This is an optimization exercise on Yosys and OpenROAD, whose aim is small area, a short achievable clock period and few clock cycles per item, not a production implementation. Function was checked by simulation only, so behaviour that the tests miss may differ from the original.

==> flow/design.v <==
`default_nettype none
module newton_sqrt (
	input  wire logic        clk,
	input  wire logic        rst_n,
	input  wire logic        in_valid,
	output logic             in_ready,
	input  wire logic [31:0] in_a,
	input  wire logic [31:0] in_x0,
	output logic             out_valid,
	input  wire logic        out_ready,
	output logic [31:0]      out_root
);
	logic st_idle, st_init, st_mul, st_suba, st_abs, st_div, st_upd, st_out;
	logic [1:0]  step;	 
	logic [5:0]  cnt;	 
	logic [2:0]  dig;	 
	logic        ge;	 
	logic [31:0] a;
	logic [31:0] x;
	logic [63:0] w;	 
	logic [16:0] e;	 
	assign in_ready = st_idle;
	assign out_valid = st_out;
	assign out_root = x;
	logic [5:0]  xlen;
	logic [31:0] xsm;	 
	always_comb begin
		xlen = 6'd0;
		for (int i = 0; i < 32; i++) if (x[i]) xlen = 6'(i + 1);
		xsm[31] = x[31];
		for (int i = 30; i >= 0; i--) xsm[i] = xsm[i+1] | x[i];
	end
	function automatic logic [2:0] booth_bits(input logic [31:0] v, input logic [4:0] j);
		logic [34:0] ext;
		ext = {2'b00, v, 1'b0};	 
		booth_bits = 3'b000;
		for (int k = 0; k <= 16; k++) if (j == 5'(k)) booth_bits = ext[2*k +: 3];
	endfunction
	logic        b_neg;
	logic [33:0] b_mag;
	logic [63:0] m_a;
	logic [63:0] m_b;
	logic        m_cin;
	logic [64:0] m_s;
	always_comb begin
		b_neg = dig[2] & ~(dig[1] & dig[0]);
		case (dig)
			3'b001, 3'b010, 3'b101, 3'b110: b_mag = {2'b00, x};
			3'b011, 3'b100:                 b_mag = {1'b0, x, 1'b0};
			default:                        b_mag = '0;
		endcase
		if (st_suba) begin
			m_a = w;
			m_b = {16'hFFFF, ~a, 16'hFFFF};
			m_cin = 1'b1;
		end else if (st_abs) begin
			m_a = {~w[63:33], ~e, 16'hFFFF};
			m_b = '0;
			m_cin = 1'b1;
		end else begin
			m_a = {w[61:0], 2'b00};
			m_b = {{30{b_neg}}, b_mag ^ {34{b_neg}}};
			m_cin = b_neg;
		end
		m_s = {1'b0, m_a} + {1'b0, m_b} + 65'(m_cin);
	end
	logic        ok;	 
	logic        b1, b2;
	logic [33:0] s1_a, s1_b, s1;
	logic        s1_cin;
	logic [33:0] s2_a, s2_b, s2;
	logic        s2_cin;
	logic [31:0] q;
	logic [31:0] x_new;
	assign q = {w[48:33], e[16:1]};
	assign ok = (cnt >= 6'd17);
	assign b1 = w[63] & ok;
	assign b2 = w[62] & ok;
	always_comb begin
		if (st_upd) begin
			s1_a = {2'b00, q};
			s1_b = {2'b00, x ^ {32{ge}}};
			s1_cin = 1'b0;
		end else begin
			s1_a = {w[32:0], b1};
			s1_b = {2'b00, x} ^ {34{~w[32]}};
			s1_cin = ~w[32];
		end
		s1 = s1_a + s1_b + 34'(s1_cin);
		s2_a = {s1[32:0], b2};
		s2_b = {2'b00, x} ^ {34{~s1[32]}};
		s2_cin = ~s1[32];
		s2 = s2_a + s2_b + 34'(s2_cin);
		if (s1[32]) x_new = ge ? 32'd0 : 32'hFFFF_FFFF;
		else x_new = ge ? ~s1[31:0] : s1[31:0];
	end
	logic        can16;
	logic        can4;
	logic [15:0] in16;
	logic [3:0]  in4;
	logic [32:0] r16;
	logic [32:0] r4;
	always_comb begin
		logic bad16, bad4;
		for (int k = 0; k < 16; k++) in16[15-k] = w[63-k] & (cnt >= 6'(16 + k));
		for (int k = 0; k < 4; k++) in4[3-k] = w[63-k] & (cnt >= 6'(16 + k));
		r16 = {w[16:0], in16};
		r4 = {w[28:0], in4};
		bad16 = |w[32:17];
		bad4 = |w[32:29];
		for (int i = 0; i <= 32; i++) begin
			if (r16[i] && !((i + 1 <= 31) ? xsm[i+1] : 1'b0)) bad16 = 1'b1;
			if (r4[i] && !((i + 1 <= 31) ? xsm[i+1] : 1'b0)) bad4 = 1'b1;
		end
		can16 = !bad16 && (cnt >= 6'd17);
		can4 = !bad4 && (cnt >= 6'd5);
	end
	logic mul_last, div_last, x_zero, last_step;
	assign mul_last = (cnt[4:0] == 5'd0);
	assign div_last = (cnt[5:1] == 5'd0);
	assign x_zero = ~xsm[0];
	assign last_step = (step == 2'd3);
	always_ff @(posedge clk or negedge rst_n) begin
		if (!rst_n) begin
			st_idle <= 1'b1;
			st_init <= 1'b0;
			st_mul <= 1'b0;
			st_suba <= 1'b0;
			st_abs <= 1'b0;
			st_div <= 1'b0;
			st_upd <= 1'b0;
			st_out <= 1'b0;
		end else begin
			st_idle <= (st_idle & ~in_valid) | (st_out & out_ready);
			st_init <= (st_idle & in_valid) | (st_upd & ~last_step);
			st_mul <= (st_init & ~x_zero) | (st_mul & ~mul_last);
			st_suba <= st_mul & mul_last;
			st_abs <= st_suba & ~m_s[64];
			st_div <= (st_suba & m_s[64]) | st_abs | (st_div & ~div_last);
			st_upd <= st_div & div_last;
			st_out <= (st_init & x_zero) | (st_upd & last_step) | (st_out & ~out_ready);
		end
	end
	always_ff @(posedge clk) begin
		if (st_idle) begin
			a <= in_a;
			x <= in_x0;
			step <= 2'd0;
		end
		if (st_upd) begin
			x <= x_new;
			step <= step + 1'b1;
		end
		if (st_init) begin
			cnt <= {1'b0, xlen[5:1]};
			dig <= booth_bits(x, xlen[5:1]);
		end
		if (st_mul) begin
			cnt <= cnt - 1'b1;
			dig <= booth_bits(x, 5'(cnt - 1'b1));
		end
		if (st_suba) begin
			ge <= m_s[64];
			cnt <= 6'd63;
		end
		if (st_init) begin
			w <= '0;
		end
		if (st_mul) begin
			w <= m_s[63:0];
		end
		if (st_suba) begin
			w <= {m_s[63:33], 33'd0};
			e <= m_s[32:16];
		end
		if (st_abs) begin
			w[63:33] <= m_s[63:33];
			e <= m_s[32:16];
		end
		if (st_div) begin
			if (can16) begin
				w <= {w[47:33], e[16:1], r16};
				e <= {e[0], 16'd0};
				cnt <= cnt - 6'd16;
			end else if (can4) begin
				w <= {w[59:33], e[16:13], r4};
				e <= {e[12:0], 4'd0};
				cnt <= cnt - 6'd4;
			end else begin
				w <= {w[61:33], e[16:15], s2[32:0]};
				e <= {e[14:0], ~s1[32], ~s2[32]};
				cnt <= cnt - 6'd2;
			end
		end
	end
endmodule
`default_nettype wire
==> flow/run.sh <==
#!/bin/bash
# synth_recipe.tcl (not shown) runs the flow's synth.tcl, then flattens the netlist and writes it again
# the make line also repeats each setting of config.mk as NAME=value (left out here)
make -C /OpenROAD-flow-scripts/flow DESIGN_CONFIG=/design/flow/config.mk WORK_HOME=/design/flow/orfs CLKGATE_MAP_FILE= SYNTH_SCRIPT=/design/flow/synth_recipe.tcl finish
==> flow/config.mk <==
export PLATFORM = sky130hd
export DESIGN_NAME = newton_sqrt
export DESIGN_NICKNAME = newton_sqrt
export VERILOG_FILES = /design/flow/design.v
export SDC_FILE = /design/flow/constraint.sdc
export NUM_CORES = 4
export LEC_CHECK = 0
export CAP_MARGIN = 20
export CORE_MARGIN = 5
export CORE_UTILIZATION = 40
export SLEW_MARGIN = 20
==> flow/constraint.sdc <==
create_clock -name core_clock -period 8.0 [get_ports {clk}]
set_input_delay 1.6000 -clock core_clock [delete_from_list [all_inputs] [get_ports {clk}]]
set_output_delay 1.6000 -clock core_clock [all_outputs]
set_load 0.01 [all_outputs]
==> summary.txt, run 1 <==
outcome=complete, no violations; TritonCTS clock tree=done; Post-DRT Antenna Nets=0; Mapped Cells=2506; Port-buffer cells=101; placed cell count=approximately 3200; GRT overflow=0; post-route design area=0.02257 sq mm; Commonest cells post-synth=a21oi_1, nand2_1, o21ai_0; Pre-Repair DR Iteration Count=5; top_reg_cell synth=edfxtp_1; io pins=just over 100; synthesized area=0.02021 sq mm; Hold Buf Count CTS=0; H-tree depth=4; leading area contributor after synthesis=edfxtp_1; data arrival time of the worst path=7.85 ns; Row Count=82; layout net count=2753; Clock Tree Root=clkbuf_16; most numerous cell in the Yosys netlist=a21oi_1; DR iter-0 viols=2645; Yosys reg bits=approximately 170; final setup violation count=0; Startpoint Class=register; flop-to-flop setup slack=roughly 0.41 ns; hold crit path type=reg2reg; initial antenna violation count=0; Via-to-Cell Ratio=6.391; Req. time, crit path=8.25 ns; share of layout cells above drive strength 1=8.952%; Synth area leaders=edfxtp_1, ha_1, xnor2_1; Fin Hold WS=0.5304 ns; number of synthesized flops with an enable pin=157; max_slew headroom=30.30%; ys async rst share=under 10%; area delta synth->final=11.68%; Placed Area=~0.022 sq mm; clock skew=about 0.015 ns; starting density of the core=40.36%; Post-Syn Nets=2724; Yosys Warn Count=1; Critical Path Most Common Cell=a21oi_2; maximum fanout along the worst path=19; pre-CTS WS=0.1092 ns; max frequency=131.7 MHz; Clock Tree Buf Depth=2; Slew Viols, Final=0; Final min period=7.594 ns; clock slew at the register clock pins of the worst setup and hold paths=approximately 0.070 ns; first-pass GRT wire length=128.0 mm; Worst path max stage delay=0.49 ns; total CTS buffers=17; final setup margin=0.4057 ns; total wire length=87.62 mm; detailed placement HPWL=66.68 mm; die height=234.8 um; worst-margin pin slew=1.036 ns; GRT Total Usage=30.30%; TritonCTS Sinks=165; antenna diode count=0; post-synthesis sequential area ratio=24.33%; drt drc=0; Post-Layout Cell Count=3219; CP Capture Type=register; clock latency on the worst-skew pair=0.51 ns; core area=0.05007 sq mm; period utilisation layout=94.93%; die area=0.05512 sq mm; pin count of the biggest net entering global routing=59; Final Hold Fails=0; Syn Area/Cell=about 8.1 sq um; routed len/inst=27.22 um; max-cap violation count=0; vias post-DR=20573; vias in the first global route=19705; routability cong.=~1.0; die width=234.8 um; Setup Crit Path Kind=reg2reg; Slowest-stage cell, CP=fa_1; post-synth top area share=23.33%; Setup TNS=0 ns; post-synthesis cell type count=90
-- final cells by class --
cell class / count / area (sq um)
Fill cell: 5084 / 27500
Multi-Input combinational cell: 2094 / 14360
Sequential cell: 165 / 4925
Timing Repair Buffer: 176 / 1587
Tap cell: 672 / 840.8
Clock buffer: 18 / 429.2
Inverter: 81 / 304.0
Clock inverter: 13 / 127.6
-- metal layers --
layer | track usage (%) | wire, um | part of all wire (%) | vias to the layer above
met5 | 0 | 0 | 0 | -
met4 | 14.23 | 4883 | 5.6 | 0
met3 | 7.188 | 7964 | 9.1 | 245
met2 | 48.17 | 39590 | 45 | 1071
met1 | 39.02 | 35180 | 40 | 9902
li1 | - | - | - | 9355
-- metrics by stage --
stage          utilization (%)
2_1_floorplan                -
3_3_place_gp             43.89
3_5_place_dp             43.90
4_1_cts                  45.01
5_1_grt                  45.08
6_report                 45.08
-- registers in the layout, indices dropped and copies added (netlist names), 2 cells and up --
signal / cells
a: 32
e: 17
cnt: 6
step: 2
x: 32
dig: 3
w: 64
-- cells by family (layout without fill, tap and decap cells) --
logic type / Yosys count / in the layout / share of synthesized area (%)
and+or+nand+nor: 684 / 684 / 15.86
muxes: 126 / 126 / 6.711
AOI/OAI and AO/OA: 891 / 891 / 28.23
xor gates and xnor gates: 243 / 243 / 10.60
DFF: 165 / 165 / 24.33
adders and majority gates: 150 / 150 / 9.473
buffers and inverters: 247 / 288 / 4.798
-- timing repair --
action / 4_1_cts / 5_1_grt
setup endpoints to repair: 0 / 4
resized for setup: 0 / 6
setup buffers: 0 / 2
-- cell usage in the layout (no fill, tap or decap), drive strengths merged, types with 16 or more instances in the layout --
cell type,synthesis,layout
nand4,17,17
o21ai,217,217
nand3,37,37
o21bai,26,26
and3,20,20
nand2,228,228
o211ai,21,21
nor2b,35,35
nand2b,29,29
a21o,68,68
mux2,76,76
edfxtp,157,157
xnor2,171,171
a221oi,17,17
nor2,202,202
o22ai,46,46
mux2i,50,50
a211oi,32,32
nor4,22,22
clkdlybuf4s50,0,101
clkbuf,111,18
o221ai,27,27
a22oi,43,43
a21oi,248,248
nor3,41,41
inv,78,82
ha,145,145
buf,55,75
and2,16,16
xor2,71,71
o21a,21,21
-- critical path, delay by kind of cell (launching register included) --
| kind | cells | cell delay [ns] |
|---|---|---|
| AND/OR/NAND/NOR | 4 | 0.72 |
| buffers and inverters | 2 | 0.38 |
| flip-flops | 1 | 0.45 |
| AO/OA/AOI/OAI | 18 | 3.60 |
| XOR/XNOR | 3 | 0.71 |
| adder cells (fa/ha/maj) | 4 | 1.45 |
-- path summary, 6_finish.rpt --
| check | start | to | depth (start not counted) |
|---|---|---|---|
| min in group asynchronous | rst_n | st_upd | 1 |
| setup / recovery | cnt[0] | w[32] | 31 |
| hold reg to reg | st_out | st_idle | 2 |
| setup reg to reg | cnt[0] | w[32] | 31 |
| hold / removal | st_out | st_idle | 2 |
| max in group asynchronous | rst_n | st_suba | 1 |
Testbench counts, summed over its fixed seeds: cycles 110,644, items 1,024.
==> run 2: changes to the inputs <==
--- a/flow/config.mk
+++ b/flow/config.mk
@@ -6,6 +6,8 @@
 export NUM_CORES = 4
 export LEC_CHECK = 0
+export ABC_CLOCK_PERIOD_IN_PS = 3000
 export CAP_MARGIN = 20
 export CORE_MARGIN = 5
 export CORE_UTILIZATION = 40
+export SETUP_SLACK_MARGIN = 4.5
 export SLEW_MARGIN = 20
==> summary.txt, run 2 <==
WL met3=10.49 mm (+32%); clock skew=0.02158 ns (+0.006326 ns); die area=0.05512 sq mm (unchanged); worst hold path depth=2 (unchanged); clock latency on the worst-skew pair=0.52 ns (about the same); Req. time, crit path=8.27 ns (+0.02 ns); Slew Viols, Final=0 (unchanged); most common cell after layout, fill and taps aside=buf_4; Critical R2R Launch=cnt[1]; Port-buffer cells=101 (unchanged); Yosys reg bits=165 (unchanged); vias in the first global route=21246 (+7.8%); vias post-DR=22846 (+11%); initial antenna violation count=2 (+2); hold path start=st_out; GRT Total Usage=32.81% (+2.5 points); area delta synth->final=36.63%; first-pass GRT wire length=138.8 mm (+8.4%); Yosys Warn Count=1 (unchanged); CP Capture Type=register; Synth Area in XOR/XNOR=10.60% (unchanged); detailed placement HPWL=66.05 mm (-0.95%); number of synthesized flops with an enable pin=157 (unchanged); die width=234.8 um (unchanged); RR Endpoint=w[32]; largest family of logic cells by synthesized area=compound AO/OA/AOI/OAI gates; Synth area leaders=edfxtp_1, ha_1, xnor2_1; Syn Area/Cell=8.064 sq um (unchanged); Critical Path Most Common Cell=a21oi_2; Biggest register=w; max reg flops=64 (unchanged); M1 WL=37.58 mm (+6.8%); most frequent cells in the layout=buf_4, nand2_1, a21oi_1; GRT overflow=0 (unchanged); flop-to-flop setup slack=1.09 ns (+0.69 ns); io pins=102 (unchanged); routability cong.=1.008 (-3.0%); total wire length=97.82 mm (+12%); die height=234.8 um (unchanged); clock slew at the register clock pins of the worst setup and hold paths=0.08 ns (about the same); post-synth top area share=23.33% (unchanged); Post-DRT Antenna Nets=0 (unchanged); Mapped Cells=2506 (unchanged); area fraction in compound gates after synthesis=28.23% (unchanged); leading area contributor after synthesis=edfxtp_1; period utilisation layout=86.33% (-8.6 points); adder-cell area share of the yosys netlist=9.473% (unchanged); register area=0.004925 sq mm (unchanged); final setup violation count=0 (unchanged); pin count of the biggest net entering global routing=78 (+32%); RSZ-0062 raised after global routing=yes; routed len/inst=28.25 um (+3.8%); max frequency=144.8 MHz (+10%); Synth Area in Simple Gates=15.86% (unchanged); synthesized area=0.02021 sq mm (unchanged); max_slew headroom=21.65% (-8.6 points); share of layout cells above drive strength 1=28.72% (+20 points); Hold Path End=st_idle; most numerous cell in the Yosys netlist=a21oi_1; mux contribution to synthesized area=6.711% (unchanged); Clock Tree Root=clkbuf_16; area of the multi-input gates=0.01683 sq mm (+17%); Via-to-Cell Ratio=6.599 (+3.3%); core area=0.05007 sq mm (unchanged); ys async rst share=4.848% (unchanged); Final min period=6.907 ns (-0.6878 ns); Slowest-stage cell, CP=a2111o_1; Setup Crit Path Kind=reg2reg; Post-Syn Nets=2724 (unchanged); max-cap violation count=0 (unchanged); top routing layer used=met5; TritonCTS Sinks=165 (unchanged); H-tree depth=4 (unchanged); R2R depth=30 (-3.2%); TritonCTS clock tree=done; layout net count=2991 (+8.6%); Worst path max stage delay=0.48 ns (about the same); Fin Hold WS=0.5159 ns (-0.01443 ns); Startpoint Class=register; post-synthesis cell type count=90 (unchanged); fill count=4529 (-11%); worst-margin pin slew=1.175 ns (+0.1392 ns); Pre-Repair DR Iteration Count=6 (+1); WL met2=43.07 mm (+8.8%); top_reg_cell synth=edfxtp_1; hold crit path type=reg2reg; Clock Tree Buf Depth=2 (unchanged); data arrival time of the worst path=7.17 ns (-0.68 ns); drt drc=0 (unchanged); DR iter-0 viols=3375 (+28%); outcome=complete, no violations; post-synthesis sequential area ratio=24.33% (unchanged); total CTS buffers=17 (unchanged); Commonest cells post-synth=a21oi_1, nand2_1, o21ai_0; Final Hold Fails=0 (unchanged); Top Registers=w (64), a (32), x (32); Row Count=82 (unchanged); starting density of the core=40.36% (unchanged); Setup TNS=0 ns (unchanged); maximum fanout along the worst path=7 (-12)
## run 2: worst max-delay path, delay by kind of cell (launching register included)
kind	cells	cell delay, ns
xor+xnor	3	0.70
fa+ha+maj	4	1.29
flops	1	0.43
buf+inv	1	0.14
compound gates	18	3.40
simple gates	4	0.65
## run 2: through the flow
| step | instance area (sq um) | setup slack [ns] | util [%] | cells |
|---|---|---|---|---|
| after global routing | 27600 | 0.9847 | 55.13 | 3458 |
| final | 27610 | 1.093 | 55.15 | 3462 |
| after detailed placement | 22190 | 0.3279 | 44.32 | 3174 |
| after CTS | 25960 | 1.341 | 51.86 | 3370 |
| after global placement | 22190 | 0.4194 | 44.32 | 3174 |
| after floorplan | 20640 | 1.334 | - | 2506 |
## run 2: kinds of logic (layout without fill, tap and decap cells)
group,after synthesis,count (layout)
multiplexers,126,127
flip-flops,165,165
adder cells (fa/ha/maj),150,150
XOR/XNOR,243,244
buffers and inverters,247,523
AO/OA/AOI/OAI,891,891
other,0,4
AND/OR/NAND/NOR,684,686
## run 2: what timing repair did
action,CTS,global route
gates resized for setup,344,188
setup endpoints to repair,128,120
cloned,10,6
hold buffers,0,0
buffers inserted,154,82
pin swaps,194,163
## run 2: final cells by class
class	instances	area share, %
Multi-Input combinational cell	2098	60.96
Sequential cell	165	17.84
Timing Repair Buffer	410	14.81
Tap cell	672	3.045
Clock buffer	19	1.568
Inverter	81	1.146
Clock inverter	13	0.5981
Antenna cell	4	0.03625
## run 2: worst max-delay path by stage
stage	from	slack, ns	depth (start not counted)	end
4_1_cts	cnt[1]	1.34	30	w[32]
3_3_place_gp	cnt[1]	0.42	31	w[32]
2_1_floorplan	cnt[1]	1.33	33	w[32]
3_5_place_dp	cnt[2]	0.33	31	w[32]
5_1_grt	cnt[1]	0.98	30	w[32]
6_report	cnt[1]	1.09	30	w[32]
## run 2: metal layers
metal / global-route usage (%) / vias up
met3: 7.763 / 372
met4: 17.87 / 2
li1: - / 9857
met2: 50.93 / 1522
met1: 42.30 / 11093
met5: 0 / -

port drivers added, routing unchanged:
No port has a modelled driver above. Below, the same layouts with a new extraction and two added sets of constraints. Step 1 sets driving cells, clkbuf_16 on the clock port and buf_2 on the other inputs (assumed; they add their load-dependent delay and slew). Step 2 also shifts input and output timing later by t, the mid clock arrival at the registers, as if the neighbouring blocks saw the same clock. Slacks: no drivers / after step 1 / after step 2; pairs: no drivers / after step 1.
| run | t (ns) | setup WS [ns] | clock arrival spread, ns | worst slew at a driven data input, ns | pins driven straight from the clock port |
|---|---|---|---|---|---|
| run 1 | 0.563 | 0.406 / 0.406 / 0.406 | 0.015 / 0.016 | 0.08 | 1 |
| run 2 | 0.573 | 1.093 / 1.093 / 1.093 | 0.021 / 0.021 | 0.05 | 1 |
After both steps setup and hold are still met in every run listed.
